This design comes from an exercise in tuning for small area, a short achievable clock period and few clock cycles per item on the open sky130 flow, not from production work.
Only simulation tests tie the RTL to the original design; equivalence was not proved.
Power figures rest on the tool's default switching activity, not on a simulated workload.

==> design/flow/design.v <==
`timescale 1ns / 1ps
package rpr8_pkg;
  localparam int CFG_INDEX_W = 2;
  localparam int CFG_DATA_W  = 13;
  localparam int FMT_W       = 4;
  localparam int DIM_REG_W   = 13;
  localparam logic [CFG_INDEX_W-1:0] REG_PIXEL_FORMAT = 2'd0;
  localparam logic [CFG_INDEX_W-1:0] REG_FRAME_WIDTH  = 2'd1;
  localparam logic [CFG_INDEX_W-1:0] REG_FRAME_HEIGHT = 2'd2;
  localparam int DEFAULT_MAX_DIM = 4096;
  localparam int POS_W = 12;
  typedef enum logic [FMT_W-1:0] {
    FMT_U8_GRAY  = 4'd0,
    FMT_U8_RGBA  = 4'd1,
    FMT_U8_RGB   = 4'd2,
    FMT_F32_RGBA = 4'd3,
    FMT_F32_GRAY = 4'd4,
    FMT_F32_RGB  = 4'd5,
    FMT_F16_GRAY = 4'd6,
    FMT_F16_RGBA = 4'd7,
    FMT_F16_RGB  = 4'd8,
    FMT_ID       = 4'd9,
    FMT_DEPTH    = 4'd10
  } pixel_format_t;
  localparam logic [31:0] HASH_RED   = 32'd1315423911;
  localparam logic [31:0] HASH_GREEN = 32'd2654435761;
  localparam logic [31:0] HASH_BLUE  = 32'd374761393;
  localparam logic [7:0] BYTE_MAX = 8'hFF;
  typedef struct packed {
    logic [31:0] chan0;
    logic [31:0] chan1;
    logic [31:0] chan2;
    logic [31:0] chan3;
  } pixel_in_t;
  typedef struct packed {
    logic [POS_W-1:0] dest_x;
    logic [POS_W-1:0] dest_y;
    logic [7:0]       red;
    logic [7:0]       green;
    logic [7:0]       blue;
    logic [7:0]       alpha;
    logic             frame_end;
  } pixel_out_t;
  typedef struct packed {
    logic [7:0] red;
    logic [7:0] green;
    logic [7:0] blue;
    logic [7:0] alpha;
  } rgba_t;
  typedef struct packed {
    logic [POS_W-1:0] dest_x;
    logic [POS_W-1:0] dest_y;
    logic             frame_end;
  } raster_pos_t;
endpackage
`timescale 1ns / 1ps
module rpr8_chan_conv (
  input  logic [31:0] raw,
  input  logic        half,
  input  logic        vec,
  input  logic        byte_mode,
  input  logic        white,
  output logic [7:0]  h_out,
  output logic        inc_out,
  output logic        dec_out
);
  logic        neg;
  logic        exp_max;
  logic        frac_nz;
  logic        ge_one;
  logic        in_range;
  logic [3:0]  e4;
  logic [7:0]  frac_top;
  logic        borrow;
  logic [8:0]  a9;
  logic [7:0]  h;
  logic        rbit;
  logic        low_nz;
  logic        low_nz1;
  always_comb begin
    if (half) begin
      neg      = raw[15];
      exp_max  = (raw[14:10] == 5'h1F);
      frac_nz  = (raw[9:0] != 10'd0);
      ge_one   = (raw[14:10] >= 5'd15);
      in_range = !raw[14];
      e4       = raw[13:10];
      frac_top = raw[9:2];
    end else begin
      neg      = raw[31];
      exp_max  = (raw[30:23] == 8'hFF);
      frac_nz  = (raw[22:0] != 23'd0);
      ge_one   = (raw[30:23] >= 8'd127);
      in_range = (raw[30:27] == 4'b0111);
      e4       = raw[26:23];
      frac_top = raw[22:15];
    end
  end
  assign borrow = half ? (raw[9:0] > {raw[1:0], 8'd0}) : (raw[22:0] > {raw[14:0], 8'd0});
  assign a9     = {1'b1, frac_top};
  always_comb begin
    h       = '0;
    rbit    = 1'b0;
    low_nz  = 1'b0;
    low_nz1 = 1'b0;
    case (e4)
      4'd14: begin h = a9[8:1];         rbit = a9[0]; end
      4'd13: begin h = {1'b0, a9[8:2]}; rbit = a9[1]; low_nz = a9[0];    end
      4'd12: begin h = {2'b0, a9[8:3]}; rbit = a9[2]; low_nz = |a9[1:0]; low_nz1 = a9[1];    end
      4'd11: begin h = {3'b0, a9[8:4]}; rbit = a9[3]; low_nz = |a9[2:0]; low_nz1 = |a9[2:1]; end
      4'd10: begin h = {4'b0, a9[8:5]}; rbit = a9[4]; low_nz = |a9[3:0]; low_nz1 = |a9[3:1]; end
      4'd9:  begin h = {5'b0, a9[8:6]}; rbit = a9[5]; low_nz = |a9[4:0]; low_nz1 = |a9[4:1]; end
      4'd8:  begin h = {6'b0, a9[8:7]}; rbit = a9[6]; low_nz = |a9[5:0]; low_nz1 = |a9[5:1]; end
      4'd7:  begin h = {7'b0, a9[8]};   rbit = a9[7]; low_nz = |a9[6:0]; low_nz1 = |a9[6:1]; end
      4'd6:  begin h = 8'd0;            rbit = a9[8]; low_nz = |a9[7:0]; low_nz1 = |a9[7:1]; end
      default: begin end
    endcase
  end
  always_comb begin
    inc_out = 1'b0;
    dec_out = 1'b0;
    if (white) begin
      h_out = rpr8_pkg::BYTE_MAX;
    end else if (byte_mode) begin
      h_out = raw[7:0];
    end else if (exp_max) begin
      h_out = (vec && (frac_nz || !neg)) ? rpr8_pkg::BYTE_MAX : 8'd0;
    end else if (neg || !(ge_one || (in_range && (e4 >= 4'd6)))) begin
      h_out = 8'd0;
    end else if (ge_one) begin
      h_out = rpr8_pkg::BYTE_MAX;
    end else begin
      h_out   = h;
      inc_out = rbit && (borrow ? low_nz1 : low_nz);
      dec_out = (e4 == 4'd14) && !a9[0] && borrow;
    end
  end
endmodule
module rpr8_chan_round (
  input  logic [7:0] h,
  input  logic       inc,
  input  logic       dec,
  output logic [7:0] value
);
  assign value = h + {{7{dec}}, inc | dec};
endmodule
`timescale 1ns / 1ps
module rpr8_pixel_conv (
  input  logic [rpr8_pkg::FMT_W-1:0] pixel_format,
  input  rpr8_pkg::pixel_in_t        pixel,
  output logic [4*10-1:0]            part      
);
  localparam logic [9:0] PASS_ZERO = {8'h00, 2'b00};
  logic        vec;
  logic        half;
  logic        byte_mode;
  logic        white_rgb;
  logic        white_alpha;
  logic        gray;
  logic        id_mode;
  logic [9:0]  cv0;
  logic [9:0]  cv1;
  logic [9:0]  cv2;
  logic [9:0]  cv3;
  logic [7:0]  lo_r;
  logic [3:0]  lo_gb;
  logic [3:0]  hi_r;
  logic [7:0]  hash_r;
  logic [7:0]  hash_gb;
  logic [9:0]  red;
  logic [9:0]  green;
  logic [9:0]  blue;
  logic [9:0]  alpha;
  always_comb begin
    vec         = 1'b0;
    half        = 1'b0;
    byte_mode   = 1'b0;
    white_rgb   = 1'b0;
    white_alpha = 1'b1;
    gray        = 1'b0;
    id_mode     = 1'b0;
    case (pixel_format)
      rpr8_pkg::FMT_U8_GRAY: begin
        byte_mode = 1'b1;
        gray      = 1'b1;
      end
      rpr8_pkg::FMT_U8_RGBA: begin
        byte_mode   = 1'b1;
        white_alpha = 1'b0;
      end
      rpr8_pkg::FMT_U8_RGB: begin
        byte_mode = 1'b1;
      end
      rpr8_pkg::FMT_F32_RGBA: begin
        vec         = 1'b1;
        white_alpha = 1'b0;
      end
      rpr8_pkg::FMT_F32_RGB: begin
        vec = 1'b1;
      end
      rpr8_pkg::FMT_F16_RGBA: begin
        vec         = 1'b1;
        half        = 1'b1;
        white_alpha = 1'b0;
      end
      rpr8_pkg::FMT_F16_RGB: begin
        vec  = 1'b1;
        half = 1'b1;
      end
      rpr8_pkg::FMT_F16_GRAY: begin
        half = 1'b1;
        gray = 1'b1;
      end
      rpr8_pkg::FMT_F32_GRAY, rpr8_pkg::FMT_DEPTH: begin
        gray = 1'b1;
      end
      rpr8_pkg::FMT_ID: begin
        id_mode = 1'b1;
      end
      default: begin
        white_rgb = 1'b1;
      end
    endcase
  end
  rpr8_chan_conv u_conv0 (.raw(pixel.chan0), .half(half), .vec(vec),
                          .byte_mode(byte_mode), .white(white_rgb),
                          .h_out(cv0[9:2]), .inc_out(cv0[1]), .dec_out(cv0[0]));
  rpr8_chan_conv u_conv1 (.raw(pixel.chan1), .half(half), .vec(vec),
                          .byte_mode(byte_mode), .white(white_rgb),
                          .h_out(cv1[9:2]), .inc_out(cv1[1]), .dec_out(cv1[0]));
  rpr8_chan_conv u_conv2 (.raw(pixel.chan2), .half(half), .vec(vec),
                          .byte_mode(byte_mode), .white(white_rgb),
                          .h_out(cv2[9:2]), .inc_out(cv2[1]), .dec_out(cv2[0]));
  rpr8_chan_conv u_conv3 (.raw(pixel.chan3), .half(half), .vec(vec),
                          .byte_mode(byte_mode), .white(white_alpha),
                          .h_out(cv3[9:2]), .inc_out(cv3[1]), .dec_out(cv3[0]));
  always_comb begin
    case (pixel.chan0[3:0])
      4'd0: begin lo_r = 8'd0; lo_gb = 4'd0; end
      4'd1: begin lo_r = 8'd167; lo_gb = 4'd11; end
      4'd2: begin lo_r = 8'd78; lo_gb = 4'd6; end
      4'd3: begin lo_r = 8'd245; lo_gb = 4'd1; end
      4'd4: begin lo_r = 8'd156; lo_gb = 4'd12; end
      4'd5: begin lo_r = 8'd67; lo_gb = 4'd7; end
      4'd6: begin lo_r = 8'd234; lo_gb = 4'd2; end
      4'd7: begin lo_r = 8'd145; lo_gb = 4'd13; end
      4'd8: begin lo_r = 8'd56; lo_gb = 4'd8; end
      4'd9: begin lo_r = 8'd223; lo_gb = 4'd3; end
      4'd10: begin lo_r = 8'd134; lo_gb = 4'd14; end
      4'd11: begin lo_r = 8'd45; lo_gb = 4'd9; end
      4'd12: begin lo_r = 8'd212; lo_gb = 4'd4; end
      4'd13: begin lo_r = 8'd123; lo_gb = 4'd15; end
      4'd14: begin lo_r = 8'd34; lo_gb = 4'd10; end
      4'd15: begin lo_r = 8'd201; lo_gb = 4'd5; end
      default: begin lo_r = 8'd0; lo_gb = 4'd0; end
    endcase
    case (pixel.chan0[7:4])
      4'd0: hi_r = 4'd0;
      4'd1: hi_r = 4'd7;
      4'd2: hi_r = 4'd14;
      4'd3: hi_r = 4'd5;
      4'd4: hi_r = 4'd12;
      4'd5: hi_r = 4'd3;
      4'd6: hi_r = 4'd10;
      4'd7: hi_r = 4'd1;
      4'd8: hi_r = 4'd8;
      4'd9: hi_r = 4'd15;
      4'd10: hi_r = 4'd6;
      4'd11: hi_r = 4'd13;
      4'd12: hi_r = 4'd4;
      4'd13: hi_r = 4'd11;
      4'd14: hi_r = 4'd2;
      4'd15: hi_r = 4'd9;
      default: hi_r = 4'd0;
    endcase
  end
  assign hash_gb = {4'(pixel.chan0[7:4] + lo_gb), pixel.chan0[3:0]};
  assign hash_r  = {4'(lo_r[7:4] + hi_r), lo_r[3:0]};
  always_comb begin
    if (id_mode) begin
      if (pixel.chan0 == 32'd0) begin
        red   = PASS_ZERO;
        green = PASS_ZERO;
        blue  = PASS_ZERO;
      end else begin
        red   = {hash_r, 2'b00};
        green = {hash_gb, 2'b00};
        blue  = {hash_gb, 2'b00};
      end
    end else begin
      red   = cv0;
      green = gray ? cv0 : cv1;
      blue  = gray ? cv0 : cv2;
    end
    alpha = cv3;
  end
  assign part = {alpha, blue, green, red};
endmodule
module rpr8_pixel_round (
  input  logic [4*10-1:0] part,
  output rpr8_pkg::rgba_t colour
);
  rpr8_chan_round u_round0 (.h(part[9:2]),   .inc(part[1]),  .dec(part[0]),  .value(colour.red));
  rpr8_chan_round u_round1 (.h(part[19:12]), .inc(part[11]), .dec(part[10]), .value(colour.green));
  rpr8_chan_round u_round2 (.h(part[29:22]), .inc(part[21]), .dec(part[20]), .value(colour.blue));
  rpr8_chan_round u_round3 (.h(part[39:32]), .inc(part[31]), .dec(part[30]), .value(colour.alpha));
endmodule
`timescale 1ns / 1ps
module rpr8_raster_cnt (
  input  logic                       clk,
  input  logic                       rst,
  input  logic [rpr8_pkg::POS_W-1:0] w_last,    
  input  logic [rpr8_pkg::POS_W-1:0] h_last,    
  input  logic                       set_w,     
  input  logic                       set_h,     
  input  logic [rpr8_pkg::POS_W-1:0] new_last,
  input  logic                       advance,
  output logic [rpr8_pkg::POS_W-1:0] col,
  output logic [rpr8_pkg::POS_W-1:0] y,
  output logic                       frame_end
);
  localparam int PW = rpr8_pkg::POS_W;
  logic          wrap_col;
  logic          wrap_row;
  logic          clamp_col;
  logic          clamp_row;
  logic [PW-1:0] row;
  logic [PW-1:0] col_cand;
  logic [PW-1:0] row_cand;
  logic [PW-1:0] col_next;
  logic [PW-1:0] row_next;
  logic          beyond;
  assign col_cand = wrap_col ? '0 : col + PW'(1);
  assign row_cand = !wrap_col ? row : (wrap_row ? '0 : row + PW'(1));
  assign col_next = clamp_col ? '0 : col_cand;
  assign row_next = clamp_row ? '0 : row_cand;
  assign beyond = ((set_h ? row_cand : col_cand) > new_last);
  assign frame_end = wrap_col && wrap_row;
  always_ff @(posedge clk) begin
    if (rst) begin
      wrap_col  <= 1'b1;
      wrap_row  <= 1'b1;
      clamp_col <= 1'b0;
      clamp_row <= 1'b0;
    end else if (advance) begin
      wrap_col  <= (col_next == w_last);
      wrap_row  <= (row_next == h_last);
      clamp_col <= 1'b0;
      clamp_row <= 1'b0;
    end else begin
      if (set_w) begin
        clamp_col <= beyond;
      end
      if (set_h) begin
        clamp_row <= beyond;
      end
    end
  end
  always_ff @(posedge clk) begin
    if (advance) begin
      col <= col_next;
      row <= row_next;
      y   <= h_last - row_next;
    end
  end
endmodule
`timescale 1ns / 1ps
module render_pixel_to_rgba8_core (
  input  logic                             clk,
  input  logic                             rst,
  input  logic                             src_valid,
  output logic                             src_ready,
  input  rpr8_pkg::pixel_in_t              src_pixel,
  output logic                             dst_valid,
  input  logic                             dst_ready,
  output rpr8_pkg::pixel_out_t             dst_pixel,
  input  logic                             cfg_valid,
  output logic                             cfg_ready,
  input  logic [rpr8_pkg::CFG_INDEX_W-1:0] cfg_index,
  input  logic [rpr8_pkg::CFG_DATA_W-1:0]  cfg_data
);
  localparam int PW = rpr8_pkg::POS_W;
  logic [rpr8_pkg::FMT_W-1:0] pixel_format;
  logic [PW-1:0]              w_last;
  logic [PW-1:0]              h_last;
  logic [PW-1:0]              dim_last;
  logic                       accept;
  logic [4*10-1:0]            part;
  logic [4*10-1:0]            part_q;
  rpr8_pkg::rgba_t            colour;
  logic [PW-1:0]              col;
  logic [PW-1:0]              y;
  logic                       frame_end;
  always_comb begin
    if (cfg_data == '0) begin
      dim_last = '0;
    end else if (cfg_data[rpr8_pkg::DIM_REG_W-1] && (cfg_data[PW-1:0] != '0)) begin
      dim_last = '1;
    end else begin
      dim_last = PW'(cfg_data - rpr8_pkg::DIM_REG_W'(1));
    end
  end
  assign cfg_ready = 1'b1;
  always_ff @(posedge clk) begin
    if (rst) begin
      pixel_format <= rpr8_pkg::FMT_U8_GRAY;
      w_last       <= '0;
      h_last       <= '0;
    end else if (cfg_valid) begin
      case (cfg_index)
        rpr8_pkg::REG_PIXEL_FORMAT: pixel_format <= cfg_data[rpr8_pkg::FMT_W-1:0];
        rpr8_pkg::REG_FRAME_WIDTH:  w_last       <= dim_last;
        rpr8_pkg::REG_FRAME_HEIGHT: h_last       <= dim_last;
        default: begin
        end
      endcase
    end
  end
  assign src_ready = !dst_valid || dst_ready;
  assign accept    = src_valid && src_ready;
  always_ff @(posedge clk) begin
    if (rst) begin
      dst_valid <= 1'b0;
    end else if (src_ready) begin
      dst_valid <= src_valid;
    end
  end
  rpr8_pixel_conv u_pixel_conv (
    .pixel_format(pixel_format),
    .pixel       (src_pixel),
    .part        (part)
  );
  always_ff @(posedge clk) begin
    if (accept) begin
      part_q <= part;
    end
  end
  rpr8_pixel_round u_pixel_round (
    .part  (part_q),
    .colour(colour)
  );
  rpr8_raster_cnt u_raster_cnt (
    .clk      (clk),
    .rst      (rst),
    .w_last   (w_last),
    .h_last   (h_last),
    .set_w    (cfg_valid && (cfg_index == rpr8_pkg::REG_FRAME_WIDTH)),
    .set_h    (cfg_valid && (cfg_index == rpr8_pkg::REG_FRAME_HEIGHT)),
    .new_last (dim_last),
    .advance  (accept),
    .col      (col),
    .y        (y),
    .frame_end(frame_end)
  );
  assign dst_pixel.dest_x    = col;
  assign dst_pixel.dest_y    = y;
  assign dst_pixel.red       = colour.red;
  assign dst_pixel.green     = colour.green;
  assign dst_pixel.blue      = colour.blue;
  assign dst_pixel.alpha     = colour.alpha;
  assign dst_pixel.frame_end = frame_end;
endmodule
`timescale 1ns / 1ps
module rpr8_top (
  input  logic        clk,
  input  logic        rst,
  input  logic        src_valid,
  output logic        src_ready,
  input  logic [31:0] src_chan0,
  input  logic [31:0] src_chan1,
  input  logic [31:0] src_chan2,
  input  logic [31:0] src_chan3,
  output logic        dst_valid,
  input  logic        dst_ready,
  output logic [11:0] dst_x,
  output logic [11:0] dst_y,
  output logic [7:0]  dst_red,
  output logic [7:0]  dst_green,
  output logic [7:0]  dst_blue,
  output logic [7:0]  dst_alpha,
  output logic        dst_frame_end,
  input  logic        cfg_valid,
  output logic        cfg_ready,
  input  logic [1:0]  cfg_index,
  input  logic [12:0] cfg_data
);
  rpr8_pkg::pixel_in_t  src_pixel;
  rpr8_pkg::pixel_out_t dst_pixel;
  assign src_pixel.chan0 = src_chan0;
  assign src_pixel.chan1 = src_chan1;
  assign src_pixel.chan2 = src_chan2;
  assign src_pixel.chan3 = src_chan3;
  assign dst_x         = dst_pixel.dest_x;
  assign dst_y         = dst_pixel.dest_y;
  assign dst_red       = dst_pixel.red;
  assign dst_green     = dst_pixel.green;
  assign dst_blue      = dst_pixel.blue;
  assign dst_alpha     = dst_pixel.alpha;
  assign dst_frame_end = dst_pixel.frame_end;
  render_pixel_to_rgba8_core u_core (
    .clk      (clk),
    .rst      (rst),
    .src_valid(src_valid),
    .src_ready(src_ready),
    .src_pixel(src_pixel),
    .dst_valid(dst_valid),
    .dst_ready(dst_ready),
    .dst_pixel(dst_pixel),
    .cfg_valid(cfg_valid),
    .cfg_ready(cfg_ready),
    .cfg_index(cfg_index),
    .cfg_data (cfg_data)
  );
endmodule
==> design/flow/run.sh <==
#!/bin/bash
# synth_recipe.tcl (not shown) runs the flow's synth.tcl, then flattens the netlist and writes it again
# the make line also repeats each setting of config.mk as NAME=value (left out here)
make -C /OpenROAD-flow-scripts/flow DESIGN_CONFIG=/design/flow/config.mk WORK_HOME=/design/flow/orfs CLKGATE_MAP_FILE= SYNTH_SCRIPT=/design/flow/synth_recipe.tcl finish
==> design/flow/config.mk <==
export PLATFORM = sky130hd
export DESIGN_NAME = rpr8_top
export DESIGN_NICKNAME = rpr8_top
export VERILOG_FILES = /design/flow/design.v
export SDC_FILE = /design/flow/constraint.sdc
export NUM_CORES = 4
export LEC_CHECK = 0
export CAP_MARGIN = 20
export CORE_MARGIN = 2
export CORE_UTILIZATION = 40
export SETUP_SLACK_MARGIN = 5
export SLEW_MARGIN = 20
==> design/flow/constraint.sdc <==
create_clock -name core_clock -period 9.0 [get_ports {clk}]
set_input_delay 1.8000 -clock core_clock [delete_from_list [all_inputs] [get_ports {clk}]]
set_output_delay 1.8000 -clock core_clock [all_outputs]
set_load 0.01 [all_outputs]
==> impl_summary.log, run 1 <==
[metrics] class of the most critical setup path: flop to output pin
[metrics] PwrDens: 128.3 mW/mm2
[metrics] fraction of registers with async set or reset after synthesis: 0%
[metrics] final weighted congestion of routability-driven global placement: 0.9210
[metrics] setup repair after global routing missed its margin: yes
[metrics] placed inst area: 0.01564 mm2
[metrics] top cells by instance count after synthesis: 147 x inv_1, 129 x ha_1, 128 x a21oi_1, 127 x nand2_1, 127 x nor2_1
[metrics] vias per std cell: 5.872
[metrics] Slew @ Worst Pin: 0.7638 ns
[metrics] final critical path time including I/O delays and setup: 4.191 ns
[metrics] clock tree from TritonCTS: done
[metrics] number of antenna violations at the first check in global routing: 1
[metrics] first-pass GRT wire length: 72520 um
[metrics] Worst path max stage delay: 0.38 ns
[metrics] Cell Rows: 66
[metrics] Reg2Reg Depth: 8
[metrics] total count of hold-check failures in the final report: 0
[metrics] Avg Cell Area, Syn: 8.136 um2
[metrics] global-route congestion overflow total: 0
[metrics] final wirelength: 46130 um
[metrics] Total Routing Usage GR: 26.71%
[metrics] router iterations before antenna repair: 7
[metrics] leakage dissipation: 7.057 nW
[metrics] via count of the routed design: 13580
[metrics] Clock Tree Root: clkbuf_16
[metrics] accumulated negative setup slack: 0 ns
[metrics] slack of the worst reg-to-reg path: 5.55 ns
[metrics] ports placed on the boundary: 208
[metrics] clock slew at the register clock pins of the worst setup and hold paths: 0.06 ns
[metrics] cell with the most instances after synthesis: inv_1
[metrics] worst max-slew margin expressed relative to the limit: 48.92%
[metrics] number of instances in the synthesized netlist: 1628
[metrics] Min-Delay Path Class: flop to flop
[metrics] required time of the critical path: 7.20 ns
[metrics] via count of the first global-routing pass: 13310
[metrics] endpoint of the most critical setup path: dst_green[6]
[metrics] final critical-path share of the clock period: 46.57%
[metrics] status: complete, no violations
[metrics] starting density of the core: 40.71%
[metrics] critical path peak fanout: 2
[metrics] area of the mapped netlist: 0.01325 mm2
[metrics] number of pins exceeding their max-slew limit in the final report: 0
[metrics] arrival time of the worst setup path: 2.39 ns
[metrics] Worst Hold Launch: u_core.w_last[5]$_SDFFE_PP0P_
[metrics] number of antenna diodes: 0
[metrics] clk sinks: 116
[metrics] Synth Register Bits: 116
[metrics] register area share after synthesis: 23.28%
[metrics] Critical R2R Launch: u_core.u_pixel_conv.u_conv0.half$_DFF_P_
[metrics] cells along the critical path: or2_4 -> ha_4 -> inv_2 -> fa_2 -> inv_2 -> a21o_1 -> a21oi_2 -> o21bai_1 -> a21oi_2 -> xnor2_2 -> buf_2
[metrics] count of endpoints failing setup in the final report: 0
[metrics] core area: 0.03254 mm2
[metrics] top cells by area, synth: edfxtp_1 17%, ha_1 12%, dfxtp_1 6.0%
[metrics] Final ANT Viol Nets: 0
[metrics] Max IR drop VDD: 0.09338 mV
[metrics] maximum clock frequency: 238.6 MHz
[metrics] quantity of hold-fixing buffers added after cts: 0
[metrics] number of warnings issued by yosys: 4
[metrics] Die ar.: 0.03458 mm2
[metrics] HPWL Detailed: 35750 um
[metrics] worst skew pair latency: 0.43 ns
[metrics] Critical Path End Type: output pin
[metrics] number of violations of the max-capacitance limit: 0
[metrics] total non-filler cell area in the finished layout: 0.01719 mm2
[metrics] initial DRC count: 1206
[metrics] cell with the largest stage delay on the worst path: edfxtp_1
[metrics] ys flop type: edfxtp_1
[metrics] area grow syn2layout: 29.78%
[metrics] unique cell type count in the Yosys netlist: 104
[metrics] largest clock skew in the final design: 0.01317 ns
[metrics] fraction of final layout cells sized beyond drive strength 1: 15.99%
[metrics] count of flip-flops with a built-in enable after synthesis: 76
[metrics] critical path startpoint category: flop
[metrics] input/output buffers: 206
[metrics] horizontal die dimension: 186.0 um
[metrics] chip height: 186.0 um
[metrics] maximum level of the CTS H-tree: 4
[metrics] maximum number of pins on one net before global-route repair: 57
[metrics] Synthesized Nets: 1912
[metrics] maximum buffer depth of the clock tree: 2
[metrics] Post-layout nets: 2141
[metrics] post-synth top area share: 17.23%
[metrics] average routed wire per standard cell: 19.95 um
[metrics] Remaining DRCs: 0
[metrics] Worst setup startpoint: u_core.part_q[10]$_SDFFCE_PP0P_
[metrics] endpoint of the most critical register-to-register path: u_core.part_q[10]$_SDFFCE_PP0P_
[metrics] number of clock buffers inserted by TritonCTS: 17
[metrics] leading area contributor after synthesis: edfxtp_1
[area by class of cell]
type	count	area [um2]
multi-input combinational	1307	9913
clock inverter	7	90.09
inverter	149	571.8
sequential	116	3088
fill	3056	15350
timing repair buffer	266	2435
tap	442	553.0
clock buffer	25	538.0
[worst max-delay path: cells and delay by family, from the launching register on]
family	cells	cell delay, ns
adders and majority gates	2	0.36
buffers and inverters	3	0.25
and+or+nand+nor	1	0.25
DFF	1	0.38
AOI/OAI and AO/OA	4	0.60
xor gates and xnor gates	1	0.14
[what timing repair did]
item	in CTS	in global routing
setup endpoints to repair	62	56
resized for setup	224	76
pin swaps	74	22
gates cloned	2	0
buffers inserted	46	9
[worst min-delay path by stage]
stage	endpoint	cells past startpoint
6_report	u_core.w_last[5]$_SDFFE_PP0P_	2
5_1_grt	u_core.h_last[11]$_SDFFE_PP0P_	2
4_1_cts	u_core.h_last[11]$_SDFFE_PP0P_	2
3_5_place_dp	u_core.h_last[11]$_SDFFE_PP0P_	2
3_3_place_gp	u_core.h_last[11]$_SDFFE_PP0P_	2
2_1_floorplan	u_core.h_last[2]$_SDFFE_PP0P_	2
[power breakdown]
part | switching [mW] | internal (mW)
combinational | 0.463 | 0.372
clock | 0.245 | 0.469
sequential | 0.0329 | 0.624
total | 0.741 | 1.46
[routing by layer]
metal | part of all wire (%) | up-vias | global-route usage, %
met5 | 0.028 | - | 0
met4 | 2.8 | 2 | 8.063
met3 | 6.4 | 86 | 4.500
met2 | 48 | 514 | 45.43
met1 | 43 | 6428 | 34.56
li1 | - | 6545 | -
[layout by cell type (no fill, tap or decap), types with 10 or more instances in the layout]
cell / Yosys / layout
nor2_1: 127 / 123
dfxtp_1: 40 / 38
o22ai_1: 42 / 41
clkdlybuf4s50_1: 0 / 123
dlygate4sd2_1: 0 / 28
nand3b_1: 9 / 10
xor2_1: 14 / 13
nor2b_1: 14 / 13
o21ai_0: 74 / 63
buf_4: 2 / 58
nor4_1: 29 / 19
or2_2: 20 / 15
clkbuf_16: 0 / 19
o21bai_1: 14 / 13
mux2i_1: 42 / 41
o21ai_1: 14 / 19
dlymetal6s2s_1: 0 / 24
o211ai_1: 16 / 16
nand4_1: 28 / 28
edfxtp_1: 76 / 76
nand3_1: 43 / 42
o221ai_1: 12 / 10
nor3_1: 37 / 34
buf_2: 4 / 18
a211oi_1: 20 / 20
nand2_1: 127 / 125
xnor2_1: 72 / 63
inv_1: 147 / 136
ha_1: 129 / 120
a41oi_1: 13 / 12
a21o_1: 28 / 28
nand2b_1: 19 / 17
a21oi_2: 2 / 19
mux2_2: 24 / 23
a21oi_1: 128 / 111
and2_1: 11 / 11
o31ai_1: 10 / 10
a31oi_1: 17 / 16
[cell families after synthesis]
kind of cell    count (synthesis)  share of synthesized area, %
buf+inv                       207                         6.669
flops                         116                         23.28
mux                            77                         6.414
compound gates                490                         24.94
xor+xnor                       86                         5.687
simple gates                  514                         19.66
other cells                     1                       0.02831
fa+ha+maj                     137                         13.33
[sequential cells by signal, summed over array words and instances, names as in the netlist]
register / cells
u_core.u_pixel_conv.u_conv3.white: 1
u_core.u_pixel_conv.u_conv0.white: 1
u_core.u_raster_cnt.y: 12
u_core.u_pixel_conv.gray: 1
u_core.u_raster_cnt.clamp_row: 1
u_core.u_raster_cnt.row: 12
u_core.part_q: 40
u_core.u_pixel_conv.u_conv0.half: 1
u_core.u_pixel_conv.u_conv0.vec: 1
u_core.dst_valid: 1
u_core.pixel_format: 4
u_core.u_raster_cnt.wrap_row: 1
u_core.u_raster_cnt.col: 12
u_core.u_raster_cnt.clamp_col: 1
u_core.w_last: 12
u_core.u_raster_cnt.wrap_col: 1
u_core.h_last: 12
u_core.u_pixel_conv.id_mode: 1
u_core.u_pixel_conv.byte_mode: 1
[stage by stage]
stage	hold slack (ns)	util, %	std cells	power, mW	setup WS (ns)
after floorplan	0.4400	-	1628	1.127	4.630
after global placement	0.4585	48.07	2223	1.453	3.892
after detailed placement	0.4613	48.07	2223	1.459	3.713
after CTS	0.4686	51.95	2303	2.189	4.753
after global routing	0.4930	52.83	2312	2.318	4.650
final	0.4689	52.83	2312	2.205	4.809
Testbench counts, summed over its fixed seeds: cycles 24,960, items 24,576.
==> inputs of run 2 (changes only) <==
==> design/flow/flow/run.sh (new file) <==
#!/bin/bash
# Layout flow: the standard flow (standard.sh, which runs its own synthesis
# script unchanged), with two settings changed:
#  - ports are buffered with sky130_fd_sc_hd__buf_1 cells (buffer_ports picks a
#    10 um2 delay buffer, clkdlybuf4s50_1, by default; the resizer still sizes
#    any port buffer up where timing needs it);
#  - ADDER_MAP_FILE is empty, so Yosys leaves adders, counters and comparators
#    to ABC as plain logic instead of extracting half and full adder cells.
# Registers, their names and their cell types are those of the standard
# synthesis. make's output goes to flow.log; each ORFS step writes its own log
# under orfs/logs/.
set -euo pipefail
export BUFFER_PORTS_ARGS="-buffer_cell sky130_fd_sc_hd__buf_1"
bash standard.sh ADDER_MAP_FILE= finish > flow.log 2>&1
==> design/flow/standard.sh (new file) <==
#!/bin/bash
# synth_recipe.tcl (not shown) runs the flow's synth.tcl, then flattens the netlist and writes it again
# the make line also repeats each setting of config.mk as NAME=value (left out here)
make -C /OpenROAD-flow-scripts/flow DESIGN_CONFIG=/design/flow/config.mk WORK_HOME=/design/flow/orfs CLKGATE_MAP_FILE= SYNTH_SCRIPT=/design/flow/synth_recipe.tcl "${@:-finish}"
removed: design/flow/run.sh
==> run 2 against run 1 <==
Via count increased by 0.63%. Non-clock buffer count is 2 lower. Largest cell class unchanged. Worst setup slack gained 0.068 ns. Area after synthesis down 6.1%. Count of clock-buffer cells in the layout fell by 1. Register-to-register slack got worse by 0.44 ns. Critical path depth is 2 lower. Die area down 6.0%. Flip-flop and latch count unchanged.
==> impl_summary.log, run 2 <==
[metrics] total non-filler cell area in the finished layout: 0.01516 mm2 (-12%)
[metrics] fraction of registers with async set or reset after synthesis: 0% (unchanged)
[metrics] most common library cell in the layout ignoring fill and taps: nor2_1
[metrics] unique cell type count in the Yosys netlist: 88 (-15%)
[metrics] Synthesized Nets: 1802 (-5.8%)
[metrics] count of endpoints failing setup in the final report: 0 (unchanged)
[metrics] largest clock skew in the final design: 0.01654 ns (+0.003377 ns)
[metrics] number of antenna diodes: 0 (unchanged)
[metrics] starting density of the core: 40.64% (-0.072 points)
[metrics] total count of hold-check failures in the final report: 0 (unchanged)
[metrics] part of the total power dissipated in combinational logic: 33.7% (-4.1 points)
[metrics] sequential share of power: 32.7% (+2.9 points)
[metrics] final critical-path share of the clock period: 45.81% (-0.76 points)
[metrics] ports placed on the boundary: 208 (unchanged)
[metrics] status: complete, no violations
[metrics] clk sinks: 116 (unchanged)
[metrics] number of clock buffers inserted by TritonCTS: 17 (unchanged)
[metrics] first-pass GRT wire length: 66940 um (-7.7%)
[metrics] ys flop type: edfxtp_1
[metrics] number of pins exceeding their max-slew limit in the final report: 0 (unchanged)
[metrics] maximum level of the CTS H-tree: 4 (unchanged)
[metrics] Die ar.: 0.03250 mm2 (-6.0%)
[metrics] Final ANT Viol Nets: 0 (unchanged)
[metrics] chip height: 180.3 um (-3.1%)
[metrics] final weighted congestion of routability-driven global placement: 0.9281 (+0.77%)
[metrics] average routed wire per standard cell: 18.89 um (-5.3%)
[metrics] number of antenna violations at the first check in global routing: 0 (-1)
[metrics] Cell Rows: 64 (-3.0%)
[metrics] number of warnings issued by yosys: 4 (unchanged)
[metrics] worst skew pair latency: 0.42 ns (about the same)
[metrics] NetSw: 0.7152 mW (-3.4%)
[metrics] Remaining DRCs: 0 (unchanged)
[metrics] Worst setup startpoint: u_core.part_q[13]$_DFFE_PP_
[metrics] fraction of final layout cells sized beyond drive strength 1: 15.15% (-0.84 points)
[metrics] Clock Tree Root: clkbuf_16
[metrics] worst hold path depth: 2 (unchanged)
[metrics] Worst path max stage delay: 0.43 ns (+0.05 ns)
[metrics] quantity of hold-fixing buffers added after cts: 0 (unchanged)
[metrics] input/output buffers: 206 (unchanged)
[metrics] global-route congestion overflow total: 0 (unchanged)
[metrics] initial DRC count: 1216 (+0.83%)
[metrics] placed inst area: 0.01352 mm2 (-14%)
[metrics] Filler Cell Count: 3008 (-1.6%)
[metrics] cell with the most instances after synthesis: nor2_1
[metrics] critical path startpoint category: flop
[metrics] number of violations of the max-capacitance limit: 0 (unchanged)
[metrics] accumulated negative setup slack: 0 ns (unchanged)
[metrics] via count of the first global-routing pass: 12610 (-5.2%)
[metrics] number of instances in the synthesized netlist: 1654 (+1.6%)
[metrics] commonest non-fill, non-tap cells in the layout: 181 x nor2_1, 170 x buf_1, 137 x nand2_1
[metrics] cell with the largest stage delay on the worst path: edfxtp_1
[metrics] via count of the routed design: 13660 (+0.63%)
[metrics] top cells by instance count after synthesis: 186 x nor2_1, 142 x nand2_1, 124 x a21oi_1, 107 x o21ai_0, 79 x xnor2_1
[metrics] area grow syn2layout: 21.97%
[metrics] Worst path most repeated cell: o21ai_2
[metrics] Avg Cell Area, Syn: 7.516 um2 (-7.6%)
[metrics] maximum number of pins on one net before global-route repair: 66 (+16%)
[metrics] leakage dissipation: 5.236 nW (-26%)
[metrics] internal power component: 1.351 mW (-7.8%)
[metrics] class of the most critical setup path: flop to output pin
[metrics] Reg2Reg Depth: 10 (+2)
[metrics] final critical path time including I/O delays and setup: 4.123 ns (-0.06825 ns)
[metrics] arrival time of the worst setup path: 2.32 ns (-0.07 ns)
[metrics] max reg flops: 40 (unchanged)
[metrics] vias per std cell: 6.034 (+2.8%)
[metrics] router iterations before antenna repair: 6 (-1)
[metrics] Top reg by flops: u_core.part_q
[metrics] Critical Path End Type: output pin
[metrics] register area share after synthesis: 24.80% (+1.5 points)
[metrics] Critical R2R Launch: u_core.u_pixel_conv.u_conv0.half$_DFF_P_
[metrics] count of flip-flops with a built-in enable after synthesis: 76 (unchanged)
[metrics] setup repair after global routing missed its margin: yes
[metrics] clock tree from TritonCTS: done
[metrics] net switching fraction of the power: 34.62% (+1.0 points)
[metrics] worst max-slew margin expressed relative to the limit: 22.79% (-26 points)
[metrics] clock slew at the register clock pins of the worst setup and hold paths: 0.06 ns (about the same)
[metrics] required time of the critical path: 7.20 ns (about the same)
[metrics] HPWL Detailed: 31740 um (-11%)
[metrics] leading area contributor after synthesis: edfxtp_1
[metrics] critical path peak fanout: 3 (+1)
[metrics] cells along the critical path: o21ai_2 -> nand2_2 -> buf_12 -> a31oi_2 -> o21ai_2 -> nor4b_2 -> a31o_2 -> xor2_2 -> buf_2
[metrics] Post-layout nets: 2003 (-6.4%)
[metrics] Synth Register Bits: 116 (unchanged)
[metrics] area of the mapped netlist: 0.01243 mm2 (-6.1%)
[metrics] horizontal die dimension: 180.3 um (-3.1%)
[metrics] post-synth top area share: 18.36% (+1.1 points)
[metrics] Total Routing Usage GR: 25.09% (-1.6 points)
[metrics] Min-Delay Path Class: flop to flop
[metrics] clock share of power: 33.7% (+1.3 points)
[metrics] Slew @ Worst Pin: 1.158 ns (+0.3944 ns)
[metrics] Max IR drop VDD: 0.1301 mV (+39%)
[metrics] maximum clock frequency: 242.5 MHz (+1.7%)
[metrics] final wirelength: 42760 um (-7.3%)
[metrics] maximum buffer depth of the clock tree: 2 (unchanged)
[metrics] core area: 0.03059 mm2 (-6.0%)
[metrics] PwrDens: 136.2 mW/mm2 (+6.2%)
[metrics] Worst Hold Launch: u_core.w_last[6]$_SDFFE_PP0P_
[metrics] top cells by area, synth: edfxtp_1 18%, dfxtp_1 6.4%, nor2_1 5.6%
run 2: cell types whose count changed after synthesis, moves of 15 or more:
cell | previous run | this run
a211oi_1 | 20 | 60
clkbuf_1 | 36 | 60
ha_1 | 129 | 0
inv_1 | 147 | 72
maj3_1 | 0 | 27
nand2_1 | 127 | 142
nor2_1 | 127 | 186
nor2b_1 | 14 | 45
o21ai_0 | 74 | 107
xor2_1 | 14 | 61
run 2: worst paths after layout:
path / to / slack (ns)
worst max-delay path: dst_green[7] / 4.88
worst min-delay path: u_core.w_last[6]$_SDFFE_PP0P_ / 0.52
worst max register to register: u_core.part_q[20]$_SDFFCE_PP0P_ / 5.11
worst min register to register: u_core.w_last[6]$_SDFFE_PP0P_ / 0.52
run 2: power by group through the flow:
stage / clock, mW / sequential, mW / combinational (mW)
final: 0.695 / 0.675 / 0.696
after global routing: 0.733 / 0.682 / 0.756
after CTS: 0.706 / 0.671 / 0.647
after detailed placement: 0 / 0.684 / 0.615
after global placement: 0 / 0.683 / 0.614
after floorplan: 0 / 0.666 / 0.430
run 2: cell families after synthesis:
| kind of cell | Yosys count | share of synthesized area [%] |
|---|---|---|
| AND/OR/NAND/NOR | 625 | 24.91 |
| buffers and inverters | 155 | 4.851 |
| flip-flops | 116 | 24.80 |
| adder cells (fa/ha/maj) | 27 | 2.174 |
| multiplexers | 63 | 5.294 |
| XOR/XNOR | 140 | 9.864 |
| AO/OA/AOI/OAI | 527 | 28.07 |
| other | 1 | 0.03017 |
run 2: repair_timing:
action | in CTS | in global routing
setup endpoints to repair | 42 | 41
gates resized for setup | 65 | 130
buffers inserted | 27 | 21
endpoints found under the hold margin | 0 | 0
pin swaps | 14 | 42
gates cloned | 0 | 1
run 2: layer usage:
layer | track usage, % | vias up | routed length [um]
met2 | 41.36 | 605 | 20100
li1 | - | 6586 | -
met1 | 33.78 | 6379 | 18830
met3 | 2.991 | 91 | 2621
met4 | 9.129 | 0 | 1213
met5 | 0 | - | 0
run 2: cell type report:
type	instances	area [um2]	share of cell area, %
clock buffers	24	514.2	3.392
clock inverters	8	93.84	0.6189
inverters	73	280.3	1.848
multi-input cells	1383	9379	61.86
flip-flops and latches	116	3088	20.37
well taps	396	495.5	3.268
repair buffers	264	1311	8.648
run 2: worst max-delay path: cells and delay by family, from the launching register on:
kind            cells  cell delay [ns]
flops               1             0.43
buf+inv             2             0.31
compound gates      4             0.63
simple gates        2             0.34
xor+xnor            1             0.21
run 2: per-stage QoR:
step / utilization [%] / std cells / hold slack [ns] / setup slack [ns] / power (mW)
2_1_floorplan: - / 1654 / 0.4831 / 4.663 / 1.096
3_3_place_gp: 44.20 / 2183 / 0.5016 / 4.128 / 1.298
3_5_place_dp: 44.20 / 2183 / 0.5054 / 4.061 / 1.299
4_1_cts: 47.46 / 2242 / 0.5129 / 4.930 / 2.023
5_1_grt: 49.57 / 2264 / 0.5394 / 4.746 / 2.170
6_report: 49.57 / 2264 / 0.5196 / 4.877 / 2.066
==> inputs of run 3 (changes only) <==
--- a/design/flow/design.v
+++ b/design/flow/design.v
@@ -61,9 +61,22 @@
   input  logic        byte_mode,
   input  logic        white,
   output logic [7:0]  h_out,
-  output logic        inc_out,
-  output logic        dec_out
+  output logic        inc_out
 );
+  function automatic logic gt16(input logic [15:0] a, input logic [15:0] b);
+    logic [15:0] g;
+    logic [15:0] e;
+    logic [3:0]  gg;
+    logic [3:0]  ge;
+    g = a & ~b;
+    e = ~(a ^ b);
+    for (int k = 0; k < 4; k++) begin
+      gg[k] = g[4*k+3] | (e[4*k+3] & g[4*k+2]) | (e[4*k+3] & e[4*k+2] & g[4*k+1])
+            | (e[4*k+3] & e[4*k+2] & e[4*k+1] & g[4*k]);
+      ge[k] = &e[4*k +: 4];
+    end
+    gt16 = gg[3] | (ge[3] & gg[2]) | (ge[3] & ge[2] & gg[1]) | (ge[3] & ge[2] & ge[1] & gg[0]);
+  endfunction
   logic        neg;
   logic        exp_max;
   logic        frac_nz;
@@ -96,7 +109,8 @@
       frac_top = raw[22:15];
     end
   end
-  assign borrow = half ? (raw[9:0] > {raw[1:0], 8'd0}) : (raw[22:0] > {raw[14:0], 8'd0});
+  assign borrow = half ? gt16({11'd0, raw[9:8], raw[7:0] != 8'd0, 2'd0}, {11'd0, raw[1:0], 1'b0, 2'd0})
+                       : gt16({raw[22:8], raw[7:0] != 8'd0}, {raw[14:0], 1'b0});
   assign a9     = {1'b1, frac_top};
   always_comb begin
     h       = '0;
@@ -104,7 +118,7 @@
     low_nz  = 1'b0;
     low_nz1 = 1'b0;
     case (e4)
-      4'd14: begin h = a9[8:1];         rbit = a9[0]; end
+      4'd14: begin h = a9[8:1] - 8'd1;  rbit = a9[0]; end
       4'd13: begin h = {1'b0, a9[8:2]}; rbit = a9[1]; low_nz = a9[0];    end
       4'd12: begin h = {2'b0, a9[8:3]}; rbit = a9[2]; low_nz = |a9[1:0]; low_nz1 = a9[1];    end
       4'd11: begin h = {3'b0, a9[8:4]}; rbit = a9[3]; low_nz = |a9[2:0]; low_nz1 = |a9[2:1]; end
@@ -118,7 +132,6 @@
   end
   always_comb begin
     inc_out = 1'b0;
-    dec_out = 1'b0;
     if (white) begin
       h_out = rpr8_pkg::BYTE_MAX;
     end else if (byte_mode) begin
@@ -131,26 +144,28 @@
       h_out = rpr8_pkg::BYTE_MAX;
     end else begin
       h_out   = h;
-      inc_out = rbit && (borrow ? low_nz1 : low_nz);
-      dec_out = (e4 == 4'd14) && !a9[0] && borrow;
+      if (e4 == 4'd14) begin
+        inc_out = a9[0] || !borrow;
+      end else begin
+        inc_out = rbit && (borrow ? low_nz1 : low_nz);
+      end
     end
   end
 endmodule
 module rpr8_chan_round (
   input  logic [7:0] h,
   input  logic       inc,
-  input  logic       dec,
   output logic [7:0] value
 );
-  assign value = h + {{7{dec}}, inc | dec};
+  assign value = h + {7'd0, inc};
 endmodule
 `timescale 1ns / 1ps
 module rpr8_pixel_conv (
   input  logic [rpr8_pkg::FMT_W-1:0] pixel_format,
   input  rpr8_pkg::pixel_in_t        pixel,
-  output logic [4*10-1:0]            part      
+  output logic [4*9-1:0]            part      
 );
-  localparam logic [9:0] PASS_ZERO = {8'h00, 2'b00};
+  localparam logic [8:0] PASS_ZERO = {8'h00, 1'b0};
   logic        vec;
   logic        half;
   logic        byte_mode;
@@ -158,19 +173,19 @@
   logic        white_alpha;
   logic        gray;
   logic        id_mode;
-  logic [9:0]  cv0;
-  logic [9:0]  cv1;
-  logic [9:0]  cv2;
-  logic [9:0]  cv3;
+  logic [8:0]  cv0;
+  logic [8:0]  cv1;
+  logic [8:0]  cv2;
+  logic [8:0]  cv3;
   logic [7:0]  lo_r;
   logic [3:0]  lo_gb;
   logic [3:0]  hi_r;
   logic [7:0]  hash_r;
   logic [7:0]  hash_gb;
-  logic [9:0]  red;
-  logic [9:0]  green;
-  logic [9:0]  blue;
-  logic [9:0]  alpha;
+  logic [8:0]  red;
+  logic [8:0]  green;
+  logic [8:0]  blue;
+  logic [8:0]  alpha;
   always_comb begin
     vec         = 1'b0;
     half        = 1'b0;
@@ -224,16 +239,16 @@
   end
   rpr8_chan_conv u_conv0 (.raw(pixel.chan0), .half(half), .vec(vec),
                           .byte_mode(byte_mode), .white(white_rgb),
-                          .h_out(cv0[9:2]), .inc_out(cv0[1]), .dec_out(cv0[0]));
+                          .h_out(cv0[8:1]), .inc_out(cv0[0]));
   rpr8_chan_conv u_conv1 (.raw(pixel.chan1), .half(half), .vec(vec),
                           .byte_mode(byte_mode), .white(white_rgb),
-                          .h_out(cv1[9:2]), .inc_out(cv1[1]), .dec_out(cv1[0]));
+                          .h_out(cv1[8:1]), .inc_out(cv1[0]));
   rpr8_chan_conv u_conv2 (.raw(pixel.chan2), .half(half), .vec(vec),
                           .byte_mode(byte_mode), .white(white_rgb),
-                          .h_out(cv2[9:2]), .inc_out(cv2[1]), .dec_out(cv2[0]));
+                          .h_out(cv2[8:1]), .inc_out(cv2[0]));
   rpr8_chan_conv u_conv3 (.raw(pixel.chan3), .half(half), .vec(vec),
                           .byte_mode(byte_mode), .white(white_alpha),
-                          .h_out(cv3[9:2]), .inc_out(cv3[1]), .dec_out(cv3[0]));
+                          .h_out(cv3[8:1]), .inc_out(cv3[0]));
   always_comb begin
     case (pixel.chan0[3:0])
       4'd0: begin lo_r = 8'd0; lo_gb = 4'd0; end
@@ -283,9 +298,9 @@
         green = PASS_ZERO;
         blue  = PASS_ZERO;
       end else begin
-        red   = {hash_r, 2'b00};
-        green = {hash_gb, 2'b00};
-        blue  = {hash_gb, 2'b00};
+        red   = {hash_r, 1'b0};
+        green = {hash_gb, 1'b0};
+        blue  = {hash_gb, 1'b0};
       end
     end else begin
       red   = cv0;
@@ -297,13 +312,13 @@
   assign part = {alpha, blue, green, red};
 endmodule
 module rpr8_pixel_round (
-  input  logic [4*10-1:0] part,
+  input  logic [4*9-1:0] part,
   output rpr8_pkg::rgba_t colour
 );
-  rpr8_chan_round u_round0 (.h(part[9:2]),   .inc(part[1]),  .dec(part[0]),  .value(colour.red));
-  rpr8_chan_round u_round1 (.h(part[19:12]), .inc(part[11]), .dec(part[10]), .value(colour.green));
-  rpr8_chan_round u_round2 (.h(part[29:22]), .inc(part[21]), .dec(part[20]), .value(colour.blue));
-  rpr8_chan_round u_round3 (.h(part[39:32]), .inc(part[31]), .dec(part[30]), .value(colour.alpha));
+  rpr8_chan_round u_round0 (.h(part[8:1]),   .inc(part[0]),  .value(colour.red));
+  rpr8_chan_round u_round1 (.h(part[17:10]), .inc(part[9]),  .value(colour.green));
+  rpr8_chan_round u_round2 (.h(part[26:19]), .inc(part[18]), .value(colour.blue));
+  rpr8_chan_round u_round3 (.h(part[35:28]), .inc(part[27]), .value(colour.alpha));
 endmodule
 `timescale 1ns / 1ps
 module rpr8_raster_cnt (
@@ -313,7 +328,7 @@
   input  logic [rpr8_pkg::POS_W-1:0] h_last,    
   input  logic                       set_w,     
   input  logic                       set_h,     
-  input  logic [rpr8_pkg::POS_W-1:0] new_last,
+  input  logic [rpr8_pkg::DIM_REG_W-1:0] new_dim,  
   input  logic                       advance,
   output logic [rpr8_pkg::POS_W-1:0] col,
   output logic [rpr8_pkg::POS_W-1:0] y,
@@ -329,12 +344,14 @@
   logic [PW-1:0] row_cand;
   logic [PW-1:0] col_next;
   logic [PW-1:0] row_next;
+  logic [PW-1:0] cand;
   logic          beyond;
   assign col_cand = wrap_col ? '0 : col + PW'(1);
   assign row_cand = !wrap_col ? row : (wrap_row ? '0 : row + PW'(1));
   assign col_next = clamp_col ? '0 : col_cand;
   assign row_next = clamp_row ? '0 : row_cand;
-  assign beyond = ((set_h ? row_cand : col_cand) > new_last);
+  assign cand   = set_h ? row_cand : col_cand;
+  assign beyond = !new_dim[rpr8_pkg::DIM_REG_W-1] && (cand >= new_dim[PW-1:0]) && (cand != '0);
   assign frame_end = wrap_col && wrap_row;
   always_ff @(posedge clk) begin
     if (rst) begin
@@ -385,8 +402,8 @@
   logic [PW-1:0]              h_last;
   logic [PW-1:0]              dim_last;
   logic                       accept;
-  logic [4*10-1:0]            part;
-  logic [4*10-1:0]            part_q;
+  logic [4*9-1:0]            part;
+  logic [4*9-1:0]            part_q;
   rpr8_pkg::rgba_t            colour;
   logic [PW-1:0]              col;
   logic [PW-1:0]              y;
@@ -446,7 +463,7 @@
     .h_last   (h_last),
     .set_w    (cfg_valid && (cfg_index == rpr8_pkg::REG_FRAME_WIDTH)),
     .set_h    (cfg_valid && (cfg_index == rpr8_pkg::REG_FRAME_HEIGHT)),
-    .new_last (dim_last),
+    .new_dim  (cfg_data),
     .advance  (accept),
     .col      (col),
     .y        (y),
--- a/design/flow/config.mk
+++ b/design/flow/config.mk
@@ -7,6 +7,6 @@
 export LEC_CHECK = 0
 export CAP_MARGIN = 20
 export CORE_MARGIN = 2
-export CORE_UTILIZATION = 40
+export CORE_UTILIZATION = 60
 export SETUP_SLACK_MARGIN = 5
 export SLEW_MARGIN = 20
==> run 3 against run 2 <==
Sequential power is 4.1% lower. Via count grew 1.5%. Core utilization increased by 20 points. Non-clock buffer count is 24 lower. Critical path type is now primary input to flop. Critical endpoint is now u_core.part_q[9]$_SDFFCE_PP0P_.
==> impl_summary.log, run 3 <==
[metrics] worst max-slew margin expressed relative to the limit: 28.58% (+5.8 points)
[metrics] Cell Rows: 52 (-19%)
[metrics] commonest non-fill, non-tap cells in the layout: 178 x buf_1, 149 x nand2_1, 147 x nor2_1
[metrics] maximum level of the CTS H-tree: 3 (-1)
[metrics] required time of the critical path: 9.12 ns (+1.92 ns)
[metrics] worst slack, placed: 4.053 ns (-0.007660 ns)
[metrics] total count of hold-check failures in the final report: 0 (unchanged)
[metrics] starting density of the core: 61.14% (+21 points)
[metrics] Synth Register Bits: 112 (-3.4%)
[metrics] area taken by flip-flops and latches: 0.002968 mm2 (-3.9%)
[metrics] top cells by instance count after synthesis: 153 x nor2_1, 149 x nand2_1, 126 x a21oi_1, 116 x o21ai_0, 103 x xnor2_1
[metrics] Worst Hold Launch: u_core.w_last[7]$_SDFFE_PP0P_
[metrics] maximum clock frequency: 253.2 MHz (+4.4%)
[metrics] Clock Tree Root: clkbuf_16
[metrics] class of the most critical setup path: primary input to flop
[metrics] via count of the first global-routing pass: 12450 (-1.3%)
[metrics] endpoint of the worst hold-timing path: u_core.w_last[7]$_SDFFE_PP0P_
[metrics] number of antenna violations at the first check in global routing: 1 (+1)
[metrics] most common library cell in the layout ignoring fill and taps: buf_1
[metrics] placed inst area: 0.01324 mm2 (-2.1%)
[metrics] average routed wire per standard cell: 19.62 um (+3.9%)
[metrics] fraction of final layout cells sized beyond drive strength 1: 11.26% (-3.9 points)
[metrics] total design power: 1.689 mW (-18%)
[metrics] Final ANT Viol Nets: 0 (unchanged)
[metrics] via count of the routed design: 13860 (+1.5%)
[metrics] router iterations before antenna repair: 6 (unchanged)
[metrics] post-synth top area share: 17.42% (-0.94 points)
[metrics] worst hold slack: 0.4707 ns (-0.04894 ns)
[metrics] area grow syn2layout: 14.45%
[metrics] number of instances in the synthesized netlist: 1662 (+0.48%)
[metrics] accumulated negative setup slack: 0 ns (unchanged)
[metrics] number of cells in the design after placement: 2050 (-6.1%)
[metrics] leakage dissipation: 4.749 nW (-9.3%)
[metrics] count of flip-flops with a built-in enable after synthesis: 72 (-5.3%)
[metrics] Synthesized Nets: 1810 (+0.44%)
[metrics] Critical Path End Type: flop
[metrics] Worst path max stage delay: 0.35 ns (-0.08 ns)
[metrics] number of pins exceeding their max-slew limit in the final report: 0 (unchanged)
[metrics] number of warnings issued by yosys: 4 (unchanged)
[metrics] largest clock skew in the final design: 0.01261 ns (-0.003927 ns)
[metrics] horizontal die dimension: 147.8 um (-18%)
[metrics] top cells by area, synth: edfxtp_1 17%, xnor2_1 7.3%, dfxtp_1 6.5%
[metrics] Die ar.: 0.02185 mm2 (-33%)
[metrics] worst hold path depth: 2 (unchanged)
[metrics] maximum number of pins on one net before global-route repair: 87 (+32%)
[metrics] Total Routing Usage GR: 35.92% (+11 points)
[metrics] vias per std cell: 6.632 (+9.9%)
[metrics] Avg Cell Area, Syn: 7.468 um2 (-0.63%)
[metrics] Remaining DRCs: 0 (unchanged)
[metrics] critical path peak fanout: 18 (+15)
[metrics] first-pass GRT wire length: 64080 um (-4.3%)
[metrics] worst skew pair latency: 0.37 ns (-0.05 ns)
[metrics] number of standard cells in the final layout excluding fillers: 2090 (-7.7%)
[metrics] ys flop type: edfxtp_1
[metrics] register area share after synthesis: 23.87% (-0.93 points)
[metrics] chip height: 147.8 um (-18%)
[metrics] cell with the most instances after synthesis: nor2_1
[metrics] Post-layout nets: 1963 (-2.0%)
[metrics] Top reg by flops: u_core.part_q
[metrics] setup repair after global routing missed its margin: yes
[metrics] global-route congestion overflow total: 0 (unchanged)
[metrics] core area: 0.02030 mm2 (-34%)
[metrics] Reg2Reg Depth: 11 (+1)
[metrics] buffers and inverters on the worst path: 2 (unchanged)
[metrics] number of violations of the max-capacitance limit: 0 (unchanged)
[metrics] ports placed on the boundary: 208 (unchanged)
[metrics] final wirelength: 41020 um (-4.1%)
[metrics] final weighted congestion of routability-driven global placement: 1.023 (+10%)
[metrics] Min-Delay Path Class: flop to flop
[metrics] fraction of registers with async set or reset after synthesis: 0% (unchanged)
[metrics] total non-filler cell area in the finished layout: 0.01420 mm2 (-6.3%)
[metrics] clk sinks: 112 (-3.4%)
[metrics] input/output buffers: 206 (unchanged)
[metrics] Slew @ Worst Pin: 1.071 ns (-0.08694 ns)
[metrics] maximum buffer depth of the clock tree: 2 (unchanged)
[metrics] PwrDens: 118.9 mW/mm2 (-13%)
[metrics] kind of cell with the highest combined delay on the critical path: compound AO/OA/AOI/OAI gates
[metrics] Critical R2R Launch: u_core.u_pixel_conv.u_conv0.half$_DFF_P_
[metrics] clock slew at the register clock pins of the worst setup and hold paths: 0.08 ns (+0.02 ns)
[metrics] number of clock buffers inserted by TritonCTS: 9 (-8)
[metrics] slack of the worst reg-to-reg path: 5.23 ns (+0.12 ns)
[metrics] max reg flops: 36 (-10%)
[metrics] HPWL Detailed: 30400 um (-4.2%)
[metrics] critical path startpoint category: primary input
[metrics] area of the mapped netlist: 0.01241 mm2 (-0.15%)
[metrics] leading area contributor after synthesis: edfxtp_1
[metrics] clock tree from TritonCTS: done
[metrics] number of antenna diodes: 0 (unchanged)
[metrics] cell with the largest stage delay on the worst path: a311o_1
[metrics] utilization after layout: 69.98% (+20 points)
[metrics] status: complete, no violations
[metrics] post-route setup slack: 5.050 ns (+0.1735 ns)
[metrics] Filler Cell Count: 1776 (-41%)
[metrics] endpoint of the most critical register-to-register path: u_core.part_q[25]$_DFFE_PP_
[metrics] unique cell type count in the Yosys netlist: 88 (unchanged)
[metrics] final critical path time including I/O delays and setup: 3.950 ns (-0.1735 ns)
[metrics] initial DRC count: 1550 (+27%)
[metrics] Max IR drop VDD: 0.1044 mV (-20%)
[metrics] area of the multi-input gates: 0.009230 mm2 (-1.6%)
[metrics] final critical-path share of the clock period: 43.88% (-1.9 points)
[metrics] count of endpoints failing setup in the final report: 0 (unchanged)
[metrics] arrival time of the worst setup path: 4.07 ns (+1.75 ns)
[metrics] cells along the critical path: buf_2 -> clkinvlp_4 -> o21ai_0 -> a22oi_2 -> o211ai_1 -> a311o_1 -> a221oi_1 -> o31a_1 -> mux2_2 -> nand2_1 -> o31ai_1
run 3: changes by cell type after synthesis, sizes merged, moves of 8 or more:
| cell | change |
|---|---|
| nor3b | +11 |
| nand4 | +15 |
| clkbuf | +18 |
| nor2 | -34 |
| a211oi | -21 |
| o21ai | +8 |
| a211o | +8 |
| nor2b | -11 |
| a21o | -12 |
| xnor2 | +24 |
run 3: cells by family (layout without fill, tap and decap cells):
logic type	after synthesis	in the layout	synth area share (%)
AND/OR/NAND/NOR	614	615	24.66
AO/OA/AOI/OAI	510	510	26.85
buffers and inverters	171	328	5.363
XOR/XNOR	157	157	11.08
flip-flops	112	112	23.87
multiplexers	63	63	5.373
adder cells (fa/ha/maj)	34	34	2.772
other	1	1	0.03021
run 3: layout make-up:
class	count	share of cell area, %
repair buffers	240	7.751
multi-input cells	1380	64.98
clock inverters	7	0.4228
well taps	270	2.378
flip-flops and latches	112	20.89
clock buffers	9	1.585
repair inverters	1	0.03523
inverters	71	1.955
run 3: where the power goes:
| part | internal, mW | switching, mW |
|---|---|---|
| Clock | 0.194 | 0.208 |
| Sequential | 0.601 | 0.0462 |
| Combinational | 0.250 | 0.391 |
run 3: worst max-delay path by stage:
stage | start | slack (ns) | cells after the start | end
detailed placement | cfg_index[0] | 4.05 | 11 | u_core.u_raster_cnt.clamp_col$_SDFFE_PP0P_
global route | src_chan0[26] | 4.97 | 11 | u_core.part_q[12]$_DFFE_PP_
CTS | cfg_valid | 5.00 | 11 | u_core.u_raster_cnt.clamp_col$_SDFFE_PP0P_
floorplan | src_chan2[11] | 4.85 | 11 | u_core.part_q[18]$_SDFFCE_PP0P_
global placement | cfg_index[0] | 4.23 | 11 | u_core.u_raster_cnt.clamp_col$_SDFFE_PP0P_
finish | src_chan0[0] | 5.05 | 11 | u_core.part_q[9]$_SDFFCE_PP0P_
run 3: routing by layer:
metal,GRT usage (%),share of wire (%),up-vias
li1,-,-,6505
met2,58.02,46,833
met3,5.772,9.9,112
met1,49.72,41,6409
met4,10.76,2.9,2
met5,0,0.017,-
run 3: what timing repair did:
action,4_1_cts,5_1_grt
pin swaps,1,19
setup endpoints to repair,42,46
buffers inserted,2,20
hold buffers,0,0
resized for setup,39,86
cloned,1,1
run 3: worst min-delay path: cells and delay by family, from the launching register on:
family	cells	cell delay, ns
flip-flops	1	0.32
AO/OA/AOI/OAI	1	0.05
AND/OR/NAND/NOR	1	0.05
Testbench counts of run 3, summed over its fixed seeds: cycles 24,960, items 24,576.

## static timing again, ports no longer ideal
In the flow no input, the clock included, has a driving cell. The finished layouts below were timed again as built, in two steps.
Step 1 assumes that a clkbuf_16 drives the clock port and a buf_2 every other input.
Step 2 moves the port delays by t, midway between the first and last clock arrival at a register: inputs arrive t later, outputs are due t later. That takes back most of the time a late clock gives input paths.
a / b / c = no drivers / after step 1 / after step 2; a / b = the first two.
| run | t (ns) | setup WS [ns] | worst setup path at the end | slew at the worst register clock pin (ns) | cell pins on the clock port's net |
|---|---|---|---|---|---|
| run 1 | 0.461 | 4.809 / 4.767 / 4.473 | input to register | 0.06 / 0.06 | 1 |
| run 2 | 0.455 | 4.877 / 4.832 / 4.429 | input to register | 0.06 / 0.06 | 1 |
| run 3 | 0.404 | 5.050 / 5.043 / 4.664 | input to register | 0.08 / 0.08 | 1 |
After both steps setup and hold are still met in every run listed. For run 2, which loses most, drivers alone change the setup slack by -0.045 ns; drivers and shift together by -0.448 ns.
